Context: an optimization exercise on an open-source flow, tuned for small area, a short achievable clock period and few clock cycles. The choices shown serve that exercise and are no tape-out recipe. In this exercise RTL edits were held to simulation tests only and were not proved equivalent to the original. Power is estimated from default activity; no workload was simulated.

**flow/constraint.sdc**
```tcl
create_clock -name core_clock -period 10.0 [get_ports {clk}]
set_input_delay 2.0000 -clock core_clock [delete_from_list [all_inputs] [get_ports {clk}]]
set_output_delay 2.0000 -clock core_clock [all_outputs]
set_load 0.01 [all_outputs]
```
**flow/run.sh**
```bash
#!/bin/bash
# synth_recipe.tcl (not shown) runs the flow's synth.tcl, then flattens the netlist and writes it again
# the make line also repeats each setting of config.mk as NAME=value (left out here)
make -C /OpenROAD-flow-scripts/flow DESIGN_CONFIG=/design/flow/config.mk WORK_HOME=/design/flow/orfs CLKGATE_MAP_FILE= SYNTH_SCRIPT=/design/flow/synth_recipe.tcl finish
```
**flow/config.mk**
```make
export PLATFORM = sky130hd
export DESIGN_NAME = mult_div_unit
export DESIGN_NICKNAME = mult_div_unit
export VERILOG_FILES = /design/flow/design.v
export SDC_FILE = /design/flow/constraint.sdc
export NUM_CORES = 4
export LEC_CHECK = 0
export CAP_MARGIN = 20
export CORE_MARGIN = 2
export CORE_UTILIZATION = 40
export SLEW_MARGIN = 20
```
**flow/design.v**
```verilog
package mult_div_unit_pkg;
  localparam int MD_DATA_W    = 32;
  localparam int MD_DIV_STEPS = 32;
  localparam logic [5:0] FUNCT_MFHI  = 6'h10;
  localparam logic [5:0] FUNCT_MTHI  = 6'h11;
  localparam logic [5:0] FUNCT_MFLO  = 6'h12;
  localparam logic [5:0] FUNCT_MTLO  = 6'h13;
  localparam logic [5:0] FUNCT_MULT  = 6'h18;
  localparam logic [5:0] FUNCT_MULTU = 6'h19;
  localparam logic [5:0] FUNCT_DIV   = 6'h1A;
  localparam logic [5:0] FUNCT_DIVU  = 6'h1B;
  typedef enum logic [1:0] {
    MD_IDLE = 2'd0,
    MD_MUL  = 2'd1,
    MD_DIV  = 2'd2,
    MD_DONE = 2'd3
  } md_state_e;
  function automatic logic md_is_long_op(input logic [5:0] funct);
    md_is_long_op = (funct == FUNCT_MULT) || (funct == FUNCT_MULTU) ||
                    (funct == FUNCT_DIV)  || (funct == FUNCT_DIVU);
  endfunction
  function automatic logic md_is_signed_op(input logic [5:0] funct);
    md_is_signed_op = (funct == FUNCT_MULT) || (funct == FUNCT_DIV);
  endfunction
endpackage
module mult_div_unit_div_iter #(
  parameter int DATA_W = 32
) (
  input  logic [DATA_W-1:0] rem_in,
  input  logic [DATA_W-1:0] divisor,
  input  logic              dividend_bit,
  output logic [DATA_W-1:0] rem_out,
  output logic              q_bit
);
  logic [DATA_W:0] shifted;
  logic [DATA_W:0] diff;
  always_comb begin
    shifted = {rem_in, dividend_bit};
    diff    = shifted - {1'b0, divisor};
    q_bit   = ~diff[DATA_W];
    rem_out = q_bit ? diff[DATA_W-1:0] : shifted[DATA_W-1:0];
  end
endmodule
module mult_div_unit #(
  parameter int DATA_W    = mult_div_unit_pkg::MD_DATA_W,
  parameter int DIV_STEPS = mult_div_unit_pkg::MD_DIV_STEPS
) (
  input  logic              clk,
  input  logic              rst,
  input  logic              flush,
  input  logic              en,
  input  logic [5:0]        funct,
  input  logic [DATA_W-1:0] operand_1,
  input  logic [DATA_W-1:0] operand_2,
  output logic              busy,
  output logic [DATA_W-1:0] hi,
  output logic [DATA_W-1:0] lo,
  output logic              done
);
  localparam int              CNT_W     = $clog2(DIV_STEPS);
  localparam logic [CNT_W-1:0] LAST_STEP = CNT_W'(DIV_STEPS - 1);
  mult_div_unit_pkg::md_state_e           state;
  logic [DATA_W-1:0]   hi_q;
  logic [DATA_W-1:0]   lo_q;
  logic [DATA_W-1:0]   opa_q;
  logic [DATA_W-1:0]   opb_q;
  logic [DATA_W-1:0]   rem_q;
  logic [2*DATA_W-1:0] product_q;
  logic [CNT_W-1:0]    cnt_q;
  logic                is_signed_q;
  logic                is_div_q;
  logic                div_zero_q;
  logic                neg_quot_q;
  logic                neg_rem_q;
  logic                start;
  logic                start_signed;
  logic [DATA_W-1:0]   op1_mag;
  logic [DATA_W-1:0]   op2_mag;
  logic [2*DATA_W-1:0] mul_a;
  logic [2*DATA_W-1:0] mul_b;
  logic [DATA_W-1:0]   quot_final;
  logic [DATA_W-1:0]   rem_final;
  logic [DATA_W-1:0]   rem_next;
  logic                q_bit;
  always_comb begin
    start        = en && !flush && (state == mult_div_unit_pkg::MD_IDLE) && mult_div_unit_pkg::md_is_long_op(funct);
    start_signed = mult_div_unit_pkg::md_is_signed_op(funct);
    op1_mag      = (start_signed && operand_1[DATA_W-1]) ? -operand_1 : operand_1;
    op2_mag      = (start_signed && operand_2[DATA_W-1]) ? -operand_2 : operand_2;
    mul_a        = {{DATA_W{is_signed_q & opa_q[DATA_W-1]}}, opa_q};
    mul_b        = {{DATA_W{is_signed_q & opb_q[DATA_W-1]}}, opb_q};
    quot_final   = neg_quot_q ? -opa_q : opa_q;
    rem_final    = neg_rem_q ? -rem_q : rem_q;
  end
  mult_div_unit_div_iter #(.DATA_W(DATA_W)) u_div_iter (
    .rem_in       (rem_q),
    .divisor      (opb_q),
    .dividend_bit (opa_q[DATA_W-1]),
    .rem_out      (rem_next),
    .q_bit        (q_bit)
  );
  always_ff @(posedge clk) begin
    if (rst) begin
      state       <= mult_div_unit_pkg::MD_IDLE;
      hi_q        <= '0;
      lo_q        <= '0;
      opa_q       <= '0;
      opb_q       <= '0;
      rem_q       <= '0;
      product_q   <= '0;
      cnt_q       <= '0;
      is_signed_q <= 1'b0;
      is_div_q    <= 1'b0;
      div_zero_q  <= 1'b0;
      neg_quot_q  <= 1'b0;
      neg_rem_q   <= 1'b0;
    end else if (flush) begin
      state <= mult_div_unit_pkg::MD_IDLE;
    end else begin
      case (state)
        mult_div_unit_pkg::MD_IDLE: begin
          if (start) begin
            is_signed_q <= start_signed;
            if ((funct == mult_div_unit_pkg::FUNCT_MULT) || (funct == mult_div_unit_pkg::FUNCT_MULTU)) begin
              opa_q      <= operand_1;
              opb_q      <= operand_2;
              is_div_q   <= 1'b0;
              div_zero_q <= 1'b0;
              state      <= mult_div_unit_pkg::MD_MUL;
            end else if (operand_2 == '0) begin
              is_div_q   <= 1'b1;
              div_zero_q <= 1'b1;
              state      <= mult_div_unit_pkg::MD_DONE;
            end else begin
              opa_q      <= op1_mag;
              opb_q      <= op2_mag;
              rem_q      <= '0;
              cnt_q      <= '0;
              neg_quot_q <= start_signed && (operand_1[DATA_W-1] ^ operand_2[DATA_W-1]);
              neg_rem_q  <= start_signed && operand_1[DATA_W-1];
              is_div_q   <= 1'b1;
              div_zero_q <= 1'b0;
              state      <= mult_div_unit_pkg::MD_DIV;
            end
          end else if (en && (funct == mult_div_unit_pkg::FUNCT_MTHI)) begin
            hi_q <= operand_1;
          end else if (en && (funct == mult_div_unit_pkg::FUNCT_MTLO)) begin
            lo_q <= operand_1;
          end
        end
        mult_div_unit_pkg::MD_MUL: begin
          product_q <= mul_a * mul_b;
          state     <= mult_div_unit_pkg::MD_DONE;
        end
        mult_div_unit_pkg::MD_DIV: begin
          opa_q <= {opa_q[DATA_W-2:0], q_bit};
          rem_q <= rem_next;
          cnt_q <= cnt_q + 1'b1;
          if (cnt_q == LAST_STEP) begin
            state <= mult_div_unit_pkg::MD_DONE;
          end
        end
        mult_div_unit_pkg::MD_DONE: begin
          if (!div_zero_q) begin
            if (is_div_q) begin
              lo_q <= quot_final;
              hi_q <= rem_final;
            end else begin
              lo_q <= product_q[DATA_W-1:0];
              hi_q <= product_q[2*DATA_W-1:DATA_W];
            end
          end
          state <= mult_div_unit_pkg::MD_IDLE;
        end
        default: state <= mult_div_unit_pkg::MD_IDLE;
      endcase
    end
  end
  assign busy = (state == mult_div_unit_pkg::MD_MUL) || (state == mult_div_unit_pkg::MD_DIV) || start;
  assign done = (state == mult_div_unit_pkg::MD_DONE) && !flush;
  assign hi   = hi_q;
  assign lo   = lo_q;
endmodule
```
==> summary.txt <==
## stage by stage
step                cell area [µm²]  hold WS [ns]  setup slack (ns)  power, µW  utilization, %
floorplan                     52100         0.424              2.17       1120               -
global placement              55200         0.440             0.885       1240            42.7
detailed placement            55200         0.442             0.842       1240            42.7
CTS                           56200         0.450             0.778       2400            43.5
global route                  56200         0.462             0.274       2450            43.5
finish                        56200         0.457             0.672       2390            43.5
## worst max-delay path, cell delays in order (launching register included)
cell and delay, ns:
dfxtp_1 0.86, buf_4 0.45, nand2_1 0.13, fa_1 0.52
inv_1 0.05, fa_1 0.47, fa_1 0.52, inv_1 0.05
fa_1 0.39, fa_1 0.56, inv_1 0.06, fa_1 0.55
fa_1 0.43, fa_1 0.50, ha_1 0.44, nand2_1 0.17
or3_1 0.39, or2_2 0.29, a2111oi_2 0.52, o31ai_1 0.35
a211oi_1 0.59, o211ai_1 0.29, and4_1 0.28, o21ai_0 0.20
a21oi_1 0.09
## layer usage
layer  wire length, µm  global-route usage [%]  share of wire, %
met1             67800                    33.6                40
met2             81300                    43.7                48
met3             12800                    4.48               7.6
met4              7620                    9.76               4.5
met5                49                       0             0.029
## cells in the final DEF, fill, tap and decap left out, drive strengths merged, types with 20 or more instances in the layout
master and instances:
clkdlybuf4s50 138, fa 1126, o21ai 199, xnor2 110, nand2b 39, a21oi 240
or3 20, o211ai 60, a21o 53, mux2i 31, clkbuf 39, and3 37
nor2 276, nand3 42, ha 255, xor2 93, and2 295, a31oi 64
o31ai 32, nand4 21, nor2b 24, a211oi 58, nor3 48, inv 1154
buf 126, nand2 1029, dfxtp 236
## area by class of cell
type / count / area share [%]
multi-input cells: 4328 / 74.0
flip-flops and latches: 236 / 8.43
inverters: 1153 / 7.70
repair buffers: 264 / 4.22
well taps: 1742 / 3.88
clock buffers: 39 / 1.41
clock inverters: 13 / 0.363
diodes: 1 / 0.00445
## power groups by stage
stage	registers (µW)	logic, µW	clock network, µW
floorplan	969	155	0
detailed placement	977	268	0
CTS	956	269	1170
global placement	977	267	0
global route	956	292	1210
finish	956	273	1160
## kinds of logic after synthesis
family | synth area share, %
AOI/OAI and AO/OA | 9.77
xor gates and xnor gates | 3.42
adders and majority gates | 49.4
buffers and inverters | 11.1
DFF | 9.08
muxes | 0.683
and+or+nand+nor | 16.5
## worst max path at each step
stage                                       from                          to  slack [ns]  depth (start not counted)
after floorplan           opa_q[31]$_SDFFE_PP0P_  product_q[63]$_SDFFE_PP0P_        2.17                         26
after global placement    opa_q[12]$_SDFFE_PP0P_  product_q[59]$_SDFFE_PP0P_        0.89                         26
after detailed placement  opa_q[12]$_SDFFE_PP0P_  product_q[59]$_SDFFE_PP0P_        0.84                         24
after CTS                 opa_q[12]$_SDFFE_PP0P_  product_q[59]$_SDFFE_PP0P_        0.78                         24
after global routing      opa_q[12]$_SDFFE_PP0P_  product_q[59]$_SDFFE_PP0P_        0.27                         24
final                     opa_q[12]$_SDFFE_PP0P_  product_q[59]$_SDFFE_PP0P_        0.67                         24
## flip-flops by register name, summed over array words and instances, names as in the netlist
name,flops
rem_q,32
hi_q,32
product_q,64
opb_q,32
neg_quot_q,1
state,2
cnt_q,5
is_div_q,1
div_zero_q,1
is_signed_q,1
opa_q,32
neg_rem_q,1
lo_q,32
==> flow_metrics.py <==
metrics = {
    "logic_synthesis": {
        "async_reset_ff_share_pct": 0,
        "synth.distinct_cells": 80,
        "netlist.area_leader.share_pct": 43.3,
        "synth_warnings": 2,
        "netlist_area_um2": 52100,
        "synth_area_leaders": "fa_1 (43%), dfxtp_1 (9.1%), inv_1 (8.3%)",
        "syn_inst": 6093,
        "synth-edff-count": 0,
        "seq_area_frac_synth_pct": 9.08,
        "synth_area_per_cell_um2": 8.54,
        "synth_area_leader_cell": "fa_1",
        "synth-seq-cells": 236,
        "post-synth-top-count-cell": "inv_1",
        "synth_fp_nets": 7548,
        "ys_top_cells_by_count": "inv_1 (1152), fa_1 (1126), nand2_1 (1029)",
        "synth-main-ff-cell": "dfxtp_1",
    },
    "route": {
        "post_drt_wl_per_cell_um": 21.8,
        "remaining_drc_errors": 0,
        "vias": 41600,
        "wirelength_mm": 170,
        "drt-vias-per-instance": 5.35,
        "drtIter0Drc": 3374,
        "drt_pass1_iterations": 6,
        "ant_nets": 0,
    },
    "status": {
        "outcome": "complete, no violations",
    },
    "power": {
        "clock_power_share_pct": 48.5,
        "comb_power_share_pct": 11.4,
        "pwr-share-seq_pct": 40.0,
        "power_density_nw_per_um2": 42.5,
        "internal_power_uw": 1730,
        "vdd_drop_max_uv": 151,
        "p_leak_uw": 0.0257,
        "p_switching_uw": 658,
        "power_switching_share_pct": 27.6,
    },
    "layout": {
        "layout.nets": 7467,
        "multiInputGateArea_um2": 41600,
        "areaGrowthSynthToFinish_pct": 8.01,
        "drive_above_1_share_pct": 3.68,
        "n_fill_cell": 13000,
        "fin_cells": 7776,
        "regArea_um2": 4740,
    },
    "clock_network": {
        "post_cts_resized": 0,
        "clock_path_buffers": 3,
        "numCtsBuffers": 29,
        "clk_pin_slew_ns": 0.06,
        "postCtsSetupBuffers": 0,
        "ctsHoldBuffers": 0,
        "htreeDepth": 1,
        "cts_root_buf": "clkbuf_16",
        "clk_latency_ns": 0.61,
        "cts_tree": "built",
        "clock-sinks": 236,
    },
    "sta": {
        "hold_violations": 0,
        "max_freq_ghz": 0.107,
        "fin_crit_ns": 9.33,
        "slew_violations": 0,
        "period_share_pct": 93.3,
        "slew_headroom_pct": 19.4,
        "tightest_slew_ns": 1.21,
        "timing.setup.tns_ns": 0,
        "setup_violations": 0,
        "skew_ns": 0.0235,
        "rsz0062_at_grt": "false",
    },
    "global_routing": {
        "grt_pass1_wl_mm": 264,
        "overflow": 0,
        "grt_pass1_vias": 43500,
        "grt_use_total_pct": 26.1,
        "antenna_found_initial": 8,
        "grt_max_degree": 94,
    },
    "worst_setup_path": {
        "crit_type": "register to register",
        "crit_fanout": 25,
        "critical_path_required_ns": 10.46,
        "r2r_cells": 24,
        "r2r_end": "product_q[59]$_SDFFE_PP0P_",
        "cp-start-kind": "register",
        "r2r_start": "opa_q[12]$_SDFFE_PP0P_",
        "ff2ff_setup_slack_ns": 0.67,
        "crit_arrival_ns": 9.79,
        "critPathCaptureType": "register",
    },
    "floorplanning": {
        "die_w_um": 365,
        "ios": 140,
        "rows": 132,
        "initial_core_util_pct": 40.3,
        "die-area_um2": 133000,
        "die_h_um": 365,
        "coreArea_um2": 129000,
    },
    "place": {
        "port_buffers": 139,
        "placed_cells": 7721,
        "gp_congestion": 0.950,
        "place_hpwl_mm": 139,
    },
    "hold_path": {
        "worstHoldPathType": "register to register",
        "hold_start": "product_q[1]$_SDFFE_PP0P_",
        "holdPathEnd": "product_q[1]$_SDFFE_PP0P_",
        "hold-path-cell-count": 2,
    },
    "flow_run": {
        "max_cap_viol_count": 0,
    },
}
Testbench counts, summed over its fixed seeds: cycles 52,432.

[static timing again, ports no longer ideal]
The results above use ideal ports. As a check the final layout listed here was re-extracted and re-timed, cells and wires unchanged.
Step 1 sets driving cells, clkbuf_16 on the clock port and buf_2 on the other inputs (assumed; they add their load-dependent delay and slew).
Step 2 adds t to the input delays and takes it off the output delays; t is the mean of the earliest and latest rising clock arrival at the registers after step 1. Input paths then give back, and output paths get back, about the clock's delay inside the block.
Three values: no drivers, after step 1, after step 2; two values: the first two.
shift t [ns]: 0.661
slack for setup (ns): 0.672 / 0.672 / 0.672
hold WS [ns]: 0.457 / 0.457 / 0.457
worst setup path at the end: register to register
After both steps this run still meets setup and hold. The setup slack of this run moves by 0.000 ns with the drivers and by 0.000 ns with both steps.
